This is an optimization exercise on Yosys and OpenROAD, whose aim is small area, not a production implementation.
In this exercise RTL edits were held to simulation tests only and were not proved equivalent to the original.

run X:
==> flow/design.v <==
package fir_pkg;
  localparam int C_W_DEFAULT   = 16;
  localparam int C_NUM_DEFAULT = 33;
  typedef logic signed [C_W_DEFAULT-1:0] coeff_t;
  typedef enum logic [1:0] {
    IDLE,
    LOAD,
    ARMED,
    DRAIN
  } cbc_state_t;
  function automatic integer idx_width(input integer n);
    idx_width = (n > 1) ? $clog2(n) : 1;
  endfunction
endpackage
module fir_coeff_bank #(
  parameter int C_W   = 16,
  parameter int C_NUM = 33
) (
  input  logic                 clock,
  input  logic                 reset,
  input  logic                 shift,    
  input  logic                 keep,     
  input  logic [C_W-1:0]       wr_data,
  input  logic                 load,     
  input  logic                 hold,     
  output logic [C_NUM*C_W-1:0] coeff_flat
);
  localparam int N = C_NUM * C_W;
  logic [N-1:0] shadow_q;
  logic [N-1:0] active_q;
  logic         ld, hd;
  assign ld = load & ~reset;
  assign hd = hold & ~reset;
  always_ff @(posedge clock) begin
    shadow_q <= ({N{shift}} & {wr_data, shadow_q[N-1:C_W]}) | ({N{keep}} & shadow_q);
    active_q <= ({N{ld}} & shadow_q) | ({N{hd}} & active_q);
  end
  assign coeff_flat = active_q;
endmodule
module fir_coeff_bank_ctrl #(
  parameter int C_W   = fir_pkg::C_W_DEFAULT,
  parameter int C_NUM = fir_pkg::C_NUM_DEFAULT,
  parameter int IDX_W = fir_pkg::idx_width(C_NUM)
) (
  input  logic                 clock,
  input  logic                 reset,
  input  logic                 cfg_valid,
  output logic                 cfg_ready,
  input  logic [C_W-1:0]       cfg_data,
  input  logic                 cfg_last,
  input  logic                 commit_req,
  input  logic                 sample_strobe,
  output logic [C_NUM*C_W-1:0] coeff_flat,
  output logic                 bank_sel,
  output logic                 armed,
  output logic                 swap_done,
  output logic                 err_len
);
  logic [IDX_W-1:0] index_q, index_d;
  logic             drain_q, drain_d;
  logic             armed_q, armed_d;
  logic             bank_sel_q, bank_sel_d;
  logic             commit_pend_q, commit_pend_d;
  logic             err_len_q, err_len_d;
  logic             swap_stage_q, swap_stage_d;
  logic             swap_done_q;
  logic             cfg_ready_q, cfg_ready_d;
  logic             cfg_busy_q;
  logic             swap_idle_q;
  logic             xfer;
  logic             in_load;
  logic             at_final;
  assign xfer     = cfg_valid && cfg_ready_q;
  assign in_load  = (index_q != '0);
  if ((C_NUM - 1) == (1 << (IDX_W - 1))) begin : g_final_top_bit
    assign at_final = index_q[IDX_W-1];
  end else begin : g_final_cmp
    assign at_final = (index_q == IDX_W'(C_NUM - 1));
  end
  always_comb begin
    index_d       = index_q;
    drain_d       = drain_q;
    armed_d       = armed_q;
    bank_sel_d    = bank_sel_q;
    commit_pend_d = commit_pend_q;
    err_len_d     = 1'b0;
    swap_stage_d  = 1'b0;
    if (armed_q) begin
      if (commit_req) commit_pend_d = 1'b1;
      if (sample_strobe && (commit_pend_q || commit_req)) begin
        bank_sel_d    = ~bank_sel_q;
        commit_pend_d = 1'b0;
        armed_d       = 1'b0;
        swap_stage_d  = 1'b1;
      end
    end else if (drain_q) begin
      if (xfer && cfg_last) drain_d = 1'b0;
    end else begin
      if (in_load && commit_req) commit_pend_d = 1'b1;
      if (xfer) begin
        index_d = '0;
        if (at_final && cfg_last) begin
          armed_d = 1'b1;
        end else if (at_final) begin
          drain_d   = 1'b1;
          err_len_d = 1'b1;
        end else if (cfg_last) begin
          err_len_d = 1'b1;
        end else begin
          index_d = index_q + 1'b1;
        end
      end
    end
    if (err_len_d) commit_pend_d = 1'b0;
    cfg_ready_d = ~armed_d;
  end
  always_ff @(posedge clock) begin
    if (reset) begin
      index_q       <= '0;
      drain_q       <= 1'b0;
      armed_q       <= 1'b0;
      bank_sel_q    <= 1'b0;
      commit_pend_q <= 1'b0;
      err_len_q     <= 1'b0;
      swap_stage_q  <= 1'b0;
      swap_done_q   <= 1'b0;
      cfg_ready_q   <= 1'b0;
      cfg_busy_q    <= 1'b1;
      swap_idle_q   <= 1'b1;
    end else begin
      index_q       <= index_d;
      drain_q       <= drain_d;
      armed_q       <= armed_d;
      bank_sel_q    <= bank_sel_d;
      commit_pend_q <= commit_pend_d;
      err_len_q     <= err_len_d;
      swap_stage_q  <= swap_stage_d;
      swap_done_q   <= swap_stage_q;
      cfg_ready_q   <= cfg_ready_d;
      cfg_busy_q    <= ~cfg_ready_d;
      swap_idle_q   <= ~swap_stage_d;
    end
  end
  fir_coeff_bank #(
    .C_W   (C_W),
    .C_NUM (C_NUM)
  ) u_bank (
    .clock      (clock),
    .reset      (reset),
    .shift      (xfer),
    .keep       (~cfg_valid | cfg_busy_q),
    .wr_data    (cfg_data),
    .load       (swap_stage_q),
    .hold       (swap_idle_q),
    .coeff_flat (coeff_flat)
  );
  assign cfg_ready = cfg_ready_q;
  assign bank_sel  = bank_sel_q;
  assign armed     = armed_q;
  assign swap_done = swap_done_q;
  assign err_len   = err_len_q;
endmodule
Settings: LEC_CHECK=0, CAP_MARGIN=20, CORE_MARGIN=2, CORE_UTILIZATION=80, SLEW_MARGIN=20, BUFFER_PORTS_ARGS=-buffer_cell sky130_fd_sc_hd__buf_1, CTS_ARGS=-sink_clustering_enable -repair_clock_nets -dont_use_dummy_load -buf_list {sky130_fd_sc_hd__clkbuf_8} -sink_clustering_size 20 -sink_clustering_max_diameter 60; clock period 5.0 ns.
standard.sh (not shown) runs the stock make flow with config.mk's settings and CLKGATE_MAP_FILE= SYNTH_SCRIPT=/design/flow/synth_recipe.tcl, a recipe that flattens the netlist after the stock synthesis.
==> flow/flow/run.sh <==
#!/bin/bash
# Standard ORFS layout (the standard.sh, standard synthesis unchanged) with
# two changes: port buffers use the smallest buffer, and CTS builds larger
# sink clusters from clkbuf_8 without dummy loads.
set -e
cat >> config.mk <<'EOF'
export BUFFER_PORTS_ARGS = -buffer_cell sky130_fd_sc_hd__buf_1
export CTS_ARGS = -sink_clustering_enable -repair_clock_nets -dont_use_dummy_load -buf_list {sky130_fd_sc_hd__clkbuf_8} -sink_clustering_size 20 -sink_clustering_max_diameter 60
EOF
bash standard.sh > standard.log 2>&1
--- input diff run X..run A ---
diff --git a/flow/design.v b/flow/design.v
--- a/flow/design.v
+++ b/flow/design.v
@@ -63,11 +63,10 @@
   logic             commit_pend_q, commit_pend_d;
   logic             err_len_q, err_len_d;
   logic             swap_stage_q, swap_stage_d;
   logic             swap_done_q;
   logic             cfg_ready_q, cfg_ready_d;
-  logic             cfg_busy_q;
   logic             swap_idle_q;
   logic             xfer;
   logic             in_load;
   logic             at_final;
   assign xfer     = cfg_valid && cfg_ready_q;
@@ -96,23 +95,21 @@
     end else if (drain_q) begin
       if (xfer && cfg_last) drain_d = 1'b0;
     end else begin
       if (in_load && commit_req) commit_pend_d = 1'b1;
       if (xfer) begin
-        index_d = '0;
         if (at_final && cfg_last) begin
           armed_d = 1'b1;
         end else if (at_final) begin
           drain_d   = 1'b1;
           err_len_d = 1'b1;
         end else if (cfg_last) begin
           err_len_d = 1'b1;
-        end else begin
-          index_d = index_q + 1'b1;
         end
       end
     end
+    if (xfer) index_d = cfg_last ? '0 : index_q + 1'b1;
     if (err_len_d) commit_pend_d = 1'b0;
     cfg_ready_d = ~armed_d;
   end
   always_ff @(posedge clock) begin
     if (reset) begin
@@ -123,11 +120,10 @@
       commit_pend_q <= 1'b0;
       err_len_q     <= 1'b0;
       swap_stage_q  <= 1'b0;
       swap_done_q   <= 1'b0;
       cfg_ready_q   <= 1'b0;
-      cfg_busy_q    <= 1'b1;
       swap_idle_q   <= 1'b1;
     end else begin
       index_q       <= index_d;
       drain_q       <= drain_d;
       armed_q       <= armed_d;
@@ -135,22 +131,21 @@
       commit_pend_q <= commit_pend_d;
       err_len_q     <= err_len_d;
       swap_stage_q  <= swap_stage_d;
       swap_done_q   <= swap_stage_q;
       cfg_ready_q   <= cfg_ready_d;
-      cfg_busy_q    <= ~cfg_ready_d;
       swap_idle_q   <= ~swap_stage_d;
     end
   end
   fir_coeff_bank #(
     .C_W   (C_W),
     .C_NUM (C_NUM)
   ) u_bank (
     .clock      (clock),
     .reset      (reset),
     .shift      (xfer),
-    .keep       (~cfg_valid | cfg_busy_q),
+    .keep       (~cfg_valid | armed_q),
     .wr_data    (cfg_data),
     .load       (swap_stage_q),
     .hold       (swap_idle_q),
     .coeff_flat (coeff_flat)
   );
- Run A: PASS, flow complete, no timing, DRC or antenna violations
- In the reports for run X and run A, the larger first-pass detailed-route iteration total belongs to run A.
- Worst hold-check path type = flip-flop to flip-flop: run X; worst hold-check path type = input pin to flip-flop: run A
- Combined global-route utilization of all metal layers for run A is lower than for run X.
- Run A against run X: final critical-path setup slack roughly the same, minimum clock period after layout roughly the same, maximum achievable frequency roughly the same, synthesized area divided by synthesized cell count higher, setup slack of the worst register-to-register path lower.
- Summary of run A over run X: number of logic inverters in the finished layout dropped 2, hold slack climbed 0.012 ns, placed wire-length estimate dropped 790 um, area of the die climbed 1.7%.


Starts from the design.v that is shown in full above.
export LEC_CHECK = 0
export CAP_MARGIN = 20
export CORE_MARGIN = 2
export CORE_UTILIZATION = 80
export SLEW_MARGIN = 20
export BUFFER_PORTS_ARGS = -buffer_cell sky130_fd_sc_hd__buf_1
export CTS_ARGS = -sink_clustering_enable -repair_clock_nets -dont_use_dummy_load -buf_list {sky130_fd_sc_hd__clkbuf_8} -sink_clustering_size 19 -sink_clustering_max_diameter 70
create_clock -name core_clock -period 5.0 [get_ports {clock}]
==> flow/flow/run.sh <==
#!/bin/bash
# Standard ORFS layout (the standard.sh, standard synthesis unchanged) with
# two changes: port buffers use the smallest buffer, and CTS builds larger
# sink clusters from clkbuf_8 without dummy loads.
set -e
cat >> config.mk <<'EOF'
export BUFFER_PORTS_ARGS = -buffer_cell sky130_fd_sc_hd__buf_1
export CTS_ARGS = -sink_clustering_enable -repair_clock_nets -dont_use_dummy_load -buf_list {sky130_fd_sc_hd__clkbuf_8} -sink_clustering_size 19 -sink_clustering_max_diameter 70
EOF
bash standard.sh > standard.log 2>&1
The first run finished clean.
Next try:
--- a/flow/design.v
+++ b/flow/design.v
@@ -99,5 +99,4 @@
       if (in_load && commit_req) commit_pend_d = 1'b1;
       if (xfer) begin
-        index_d = '0;
         if (at_final && cfg_last) begin
           armed_d = 1'b1;
@@ -107,9 +106,8 @@
         end else if (cfg_last) begin
           err_len_d = 1'b1;
-        end else begin
-          index_d = index_q + 1'b1;
         end
       end
     end
+    if (xfer) index_d = cfg_last ? '0 : index_q + 1'b1;
     if (err_len_d) commit_pend_d = 1'b0;
     cfg_ready_d = ~armed_d;
What happened: Final area barely changes; via count came out lower by 1.5%; final cell count hardly moves; non-clock buffer count came out lower by 4; utilization came out lower by 0.80 points; synthesized cell count stays flat; routed wire length came out lower by 1.7%; worst hold slack degrades by 0.0051 ns.

-- static timing again, ports no longer ideal --
How much do the figures lean on ideal ports? The routed layouts below were timed once more, with nothing changed but the port constraints.
Step 1, drivers: a clkbuf_16 drives clock and a buf_2 each remaining input, both assumed.
Step 2 also shifts input and output timing later by t, the mid clock arrival at the registers, as if the neighbouring blocks saw the same clock.
Slacks: ideal / step 1 / step 2; pairs: ideal / step 1.
run	t, ns	slack for setup (ns)	slew at the worst register clock pin (ns)
run X	0.760	2.502 / 2.449 / 1.833	0.12 / 0.12
run A	0.745	2.502 / 2.447 / 1.937	0.12 / 0.12
the first run of note 2	0.702	2.525 / 2.468 / 1.828	0.12 / 0.12
the second run of note 2	0.689	2.597 / 2.547 / 1.898	0.12 / 0.12
After both steps every run listed still meets setup and hold. The setup slack of the second run of note 2, which loses most, moves by -0.050 ns with the drivers and by -0.699 ns with both steps.
